This design comes from an exercise in tuning for small area and a short achievable clock period on the open sky130 flow, not from production work.
RTL that was checked went through simulation tests only; none was proved equivalent to the original.
No activity file was given, so power comes from the tool's default toggle rates.

==> flow/design.v (excerpt) <==
module alu_top (
    input  logic                      clk,
    input  logic                      reset,
    input  logic                      ce,
    input  logic                      execute,
    input  logic [4:0]                operation,
    input  logic [16-1:0]    ta,
    input  logic [16-1:0]    tb,
    input  logic                      wide,
    input  logic [5:0]                flags_in,
    output logic [32-1:0]    result,
    output logic [5:0]                flags,
    output logic                      done
);
Size in the first run: roughly 1900 cells after synthesis, ~39 flip-flops.
Settings: LEC_CHECK=0, ABC_AREA=1, CAP_MARGIN=20, CORE_MARGIN=2, CORE_UTILIZATION=40, SLEW_MARGIN=20; clock period 11.0 ns.
standard.sh (not shown) runs the stock make flow with config.mk's settings and CLKGATE_MAP_FILE= SYNTH_SCRIPT=/design/flow/synth_recipe.tcl, a recipe that flattens the netlist after the stock synthesis.
==> flow/flow/run.sh <==
#!/bin/bash
# The standard layout (standard.sh) with two changes:
# - synthesis runs Yosys's synth with -noabc (SYNTH_ARGS), so the full adders
#   are extracted from the design's own gates rather than from ABC's first
#   mapping, which leaves them in mixed polarity with inverters in between;
#   the registers, their names and cells are those of the standard synthesis
# - buffer_ports makes the port buffers from buf_1 cells instead of the slow
#   delay-buffer cell it picks by itself
# The make output goes to make_finish.log here; ORFS keeps each step's log
# under orfs/logs/.
set -euo pipefail
bash standard.sh "SYNTH_ARGS=-noabc" \
    "BUFFER_PORTS_ARGS=-buffer_cell sky130_fd_sc_hd__buf_1" finish > make_finish.log 2>&1
The baseline finished with timing, DRC and antenna clean.
==> next run, changes <==
--- a/flow/flow/run.sh
+++ b/flow/flow/run.sh
@@ -7 +7 @@
-# - buffer_ports makes the port buffers from buf_1 cells instead of the slow
+# - buffer_ports makes the port buffers from buf_2 cells instead of the slow
@@ -13 +13 @@
-    "BUFFER_PORTS_ARGS=-buffer_cell sky130_fd_sc_hd__buf_1" finish > make_finish.log 2>&1
+    "BUFFER_PORTS_ARGS=-buffer_cell sky130_fd_sc_hd__buf_2" finish > make_finish.log 2>&1
- CAP_MARGIN: 20 -> 10
- CORE_UTILIZATION: 40 -> 55
- PLACE_DENSITY: default -> 0.8
- SLEW_MARGIN: 20 -> 10
Effect:
- The new run went through all stages and came out clean
- wire length is lower by 6.8%
- cell area is lower by 1.8%
- maximum frequency is higher by 0.38%
==> next run, changes <==
- CAP_MARGIN: 10 -> 20
- CORE_UTILIZATION: 55 -> 40
- PLACE_DENSITY: 0.8 -> default
- SETUP_SLACK_MARGIN: default -> 1.0
- SLEW_MARGIN: 10 -> 20
Global-route usage came out lower by 11 points.
Setup slack improves by 890 ps.
Die area climbs by 36%.
Clock skew is unchanged.
Clock power rose by about 5%.
Wire length rose by 2.6%.
Cell count increases by 6.4%.
Total power rose by 0.68%.
Final area went up by 3.3%.
Non-clock buffer count came out higher by 26.
==> next run, changes <==
- SETUP_SLACK_MARGIN: 1.0 -> 1.3
The changed run passed the timing, DRC and antenna checks. Sequential share of layout area goes down by 0.11 points. Clock-buffer cell count does not change. Sequential power barely changes. Non-clock buffer count climbs by 16.

* * *

== build 89 ==
alu_top, a different RTL version from the one above (not shown whole).
For scale: about 2100 cells after synthesis, roughly 39 flip-flops, ~87 I/O pins.
==> flow/config.mk <==
export PLATFORM = sky130hd
export DESIGN_NAME = alu_top
export DESIGN_NICKNAME = alu_top
export VERILOG_FILES = /design/flow/design.v
export SDC_FILE = /design/flow/constraint.sdc
export NUM_CORES = 4
export LEC_CHECK = 0
export CAP_MARGIN = 10
export CORE_MARGIN = 2
export CORE_UTILIZATION = 55
export PLACE_DENSITY = 0.8
export SLEW_MARGIN = 10
==> flow/constraint.sdc <==
create_clock -name core_clock -period 11.0 [get_ports {clk}]
set_input_delay 2.2000 -clock core_clock [delete_from_list [all_inputs] [get_ports {clk}]]
set_output_delay 2.2000 -clock core_clock [all_outputs]
set_load 0.01 [all_outputs]
run.sh (not shown) runs the stock make flow with config.mk's settings and CLKGATE_MAP_FILE= SYNTH_SCRIPT=/design/flow/synth_recipe.tcl, a recipe that flattens the netlist after the stock synthesis.
Stock flow here: none of the scripts above is used.
Build 89: no failed stages, no open violations at the end
For build 61, these inputs were changed with respect to build 89:
diff --git a/flow/config.mk b/flow/config.mk
--- a/flow/config.mk
+++ b/flow/config.mk
@@ -8 +8 @@
-export CAP_MARGIN = 10
+export CAP_MARGIN = 20
@@ -10,3 +10,3 @@
-export CORE_UTILIZATION = 55
-export PLACE_DENSITY = 0.8
-export SLEW_MARGIN = 10
+export CORE_UTILIZATION = 40
+export GPL_TIMING_DRIVEN = 0
+export SLEW_MARGIN = 20
[summary]
On count of buffer and inverter cells on the critical path: build 61 sits above build 89.
Die boundary width: build 61 > build 89
Clock latency reported for the late side of the worst-skew pair of build 61 is on par with build 89.
Build 61: share of the final layout cell area in multi-input gates is 1.5 points higher than what build 89 reported.
From build 61 to build 89, area after synthesis did not move at all.
Build 61 -> build 89: critical path required time flat
Of build 61 and build 89, build 61 shows the lower maximum fanout along the worst path, with build 89 above it.
Edits applied to the flow inputs when going from build 61 to build 85:
==> flow/flow/run.sh (new file) <==
#!/bin/bash
# The standard layout (standard.sh) with two changes:
# - synthesis runs Yosys's synth with -noabc (SYNTH_ARGS), so the full adders
#   are extracted from the design's own gates rather than from ABC's first
#   mapping, which leaves them in mixed polarity with inverters in between;
#   the registers, their names and cells are those of the standard synthesis
# - buffer_ports makes the port buffers from buf_2 cells instead of the slow
#   delay-buffer cell it picks by itself
# The make output goes to make_finish.log here; ORFS keeps each step's log
# under orfs/logs/.
set -euo pipefail
bash standard.sh "SYNTH_ARGS=-noabc" \
    "BUFFER_PORTS_ARGS=-buffer_cell sky130_fd_sc_hd__buf_2" finish > make_finish.log 2>&1
==> flow/standard.sh (new file) <==
#!/bin/bash
# synth_recipe.tcl (not shown) runs the flow's synth.tcl, then flattens the netlist and writes it again
# the make line also repeats each setting of config.mk as NAME=value (left out here)
make -C /OpenROAD-flow-scripts/flow DESIGN_CONFIG=/design/flow/config.mk WORK_HOME=/design/flow/orfs CLKGATE_MAP_FILE= SYNTH_SCRIPT=/design/flow/synth_recipe.tcl "${@:-finish}"
diff --git a/flow/config.mk b/flow/config.mk
--- a/flow/config.mk
+++ b/flow/config.mk
@@ -7,0 +8 @@
+export ABC_AREA = 1
@@ -11 +11,0 @@
-export GPL_TIMING_DRIVEN = 0
removed: flow/run.sh
==> comparison <==
- Compared with build 61, number of cells after detailed placement in build 85 increased by more than 10%.
- In build 85 the global routing usage summed across all routing layers turned out 8.2 points lower than in build 61.
- Summary of build 85 over build 61: final worst-path cycle share fell by 3.3 points; clock network fraction of total power rose by 1.3 points.
No run of this note included a check of the RTL's function; only the layout flow was run.

* * *

alu_top with an RTL version that a note above also has.
Size: ~1900 cells after synthesis, about 39 flip-flops, roughly 87 I/O pins.
export LEC_CHECK = 0
export CAP_MARGIN = 20
export CORE_MARGIN = 2
export CORE_UTILIZATION = 40
export SETUP_SLACK_MARGIN = 1.0
export SLEW_MARGIN = 20
create_clock -name core_clock -period 11.0 [get_ports {clk}]
standard.sh (not shown) runs the stock make flow with config.mk's settings and CLKGATE_MAP_FILE= SYNTH_SCRIPT=/design/flow/synth_recipe.tcl, a recipe that flattens the netlist after the stock synthesis.
==> flow/flow/run.sh <==
#!/bin/bash
# The standard layout (standard.sh) with two changes:
# - synthesis runs Yosys's synth with -noabc (SYNTH_ARGS), so the full adders
#   are extracted from the design's own gates rather than from ABC's first
#   mapping, which leaves them in mixed polarity with inverters in between;
#   the registers, their names and cells are those of the standard synthesis
# - buffer_ports makes the port buffers from buf_2 cells instead of the slow
#   delay-buffer cell it picks by itself
# The make output goes to make_finish.log here; ORFS keeps each step's log
# under orfs/logs/.
set -euo pipefail
bash standard.sh "SYNTH_ARGS=-noabc" \
    "BUFFER_PORTS_ARGS=-buffer_cell sky130_fd_sc_hd__buf_2" finish > make_finish.log 2>&1
The first run completed with no timing, DRC or antenna violations.
Change:
--- a/flow/config.mk
+++ b/flow/config.mk
@@ -7,0 +8 @@
+export ABC_AREA = 1
@@ -11 +11,0 @@
-export SETUP_SLACK_MARGIN = 1.0
Non-clock buffer count shrinks by 176.
Critical path depth increases by 5.
Clock power climbs by a quarter to a third.
Wire length came out lower by about a fifth.
Maximum frequency falls by a few percent.
Count of clock-buffer cells in the layout stays the same.
Worst setup slack got worse by 600 ps.
Core utilization fell by 5.4 points.
Die area goes down by roughly a tenth.
Change:
--- a/flow/config.mk
+++ b/flow/config.mk
@@ -11,0 +12 @@
+export SETUP_SLACK_MARGIN = 1.6
What happened:
- critical path depth went down by 2
- final cell count went up slightly
- count of clock-buffer cells in the layout stays the same
- first-iteration DRC count went down by a few percent
- synthesized area is unchanged
- total power went up by a few percent
- wire length went up slightly
- design area went up by a few percent
- clock skew stays the same
- via count went up slightly
Change:
--- a/flow/config.mk
+++ b/flow/config.mk
@@ -12 +12 @@
-export SETUP_SLACK_MARGIN = 1.6
+export SETUP_SLACK_MARGIN = 2.0
- The changed run finished with timing, DRC and antenna clean
- combinational power rose by roughly a tenth
- via count rose by a few percent
- sequential share of layout area fell by 0.32 points
- clock-buffer cell count stays the same
- die area does not change
- global-route usage rose by 1.1 points
- wire length rose by a few percent
- critical path depth fell by 2

## separate check: timing with driven ports
Ports are ideal in the flow. The routed layouts listed here were re-timed in OpenROAD.
Step 1 sets driving cells, clkbuf_16 on the clock port and buf_2 on the other inputs (assumed; they add their load-dependent delay and slew).
Step 2 also shifts input and output timing later by t, the mid clock arrival at the registers, as if the neighbouring blocks saw the same clock.
a / b / c = ideal ports / drivers / drivers and shift; a / b = the first two.
| run | t, ns | setup WS [ns] | hold slack, ns | slew at the worst register clock pin (ns) |
|---|---|---|---|---|
| the first run of note 1 | 0.315 | 0.495 / 0.507 / 0.192 | 0.466 / 0.466 / 0.466 | 0.06 / 0.06 |
| the second run of note 1 | 0.307 | 0.535 / 0.540 / 0.233 | 0.461 / 0.461 / 0.461 | 0.06 / 0.06 |
| the third run of note 1 | 0.318 | 1.425 / 1.436 / 1.118 | 0.460 / 0.460 / 0.460 | 0.06 / 0.06 |
| the fourth run of note 1 | 0.317 | 1.696 / 1.707 / 1.390 | 0.462 / 0.462 / 0.462 | 0.06 / 0.06 |
| build 89 | 0.316 | 0.304 / 0.310 / -0.005 | 0.460 / 0.460 / 0.460 | 0.06 / 0.06 |
| build 61 | 0.305 | 0.204 / 0.210 / -0.095 | 0.459 / 0.459 / 0.459 | 0.06 / 0.06 |
| build 85 | 0.316 | 0.572 / 0.591 / 0.275 | 0.461 / 0.461 / 0.461 | 0.06 / 0.06 |
| the first run of note 3 | 0.311 | 1.155 / 1.156 / 0.845 | 0.447 / 0.447 / 0.447 | 0.06 / 0.06 |
| the second run of note 3 | 0.316 | 0.558 / 0.571 / 0.255 | 0.461 / 0.461 / 0.461 | 0.06 / 0.06 |
| the third run of note 3 | 0.316 | 1.867 / 1.875 / 1.560 | 0.461 / 0.461 / 0.461 | 0.06 / 0.06 |
| the fourth run of note 3 | 0.308 | 2.117 / 2.120 / 1.812 | 0.459 / 0.459 / 0.459 | 0.06 / 0.06 |
Met with ideal ports but missed after step 2: setup timing in build 89 and build 61. The setup slack of the first run of note 3, which loses most, moves by +0.001 ns with the drivers and by -0.310 ns with both steps.
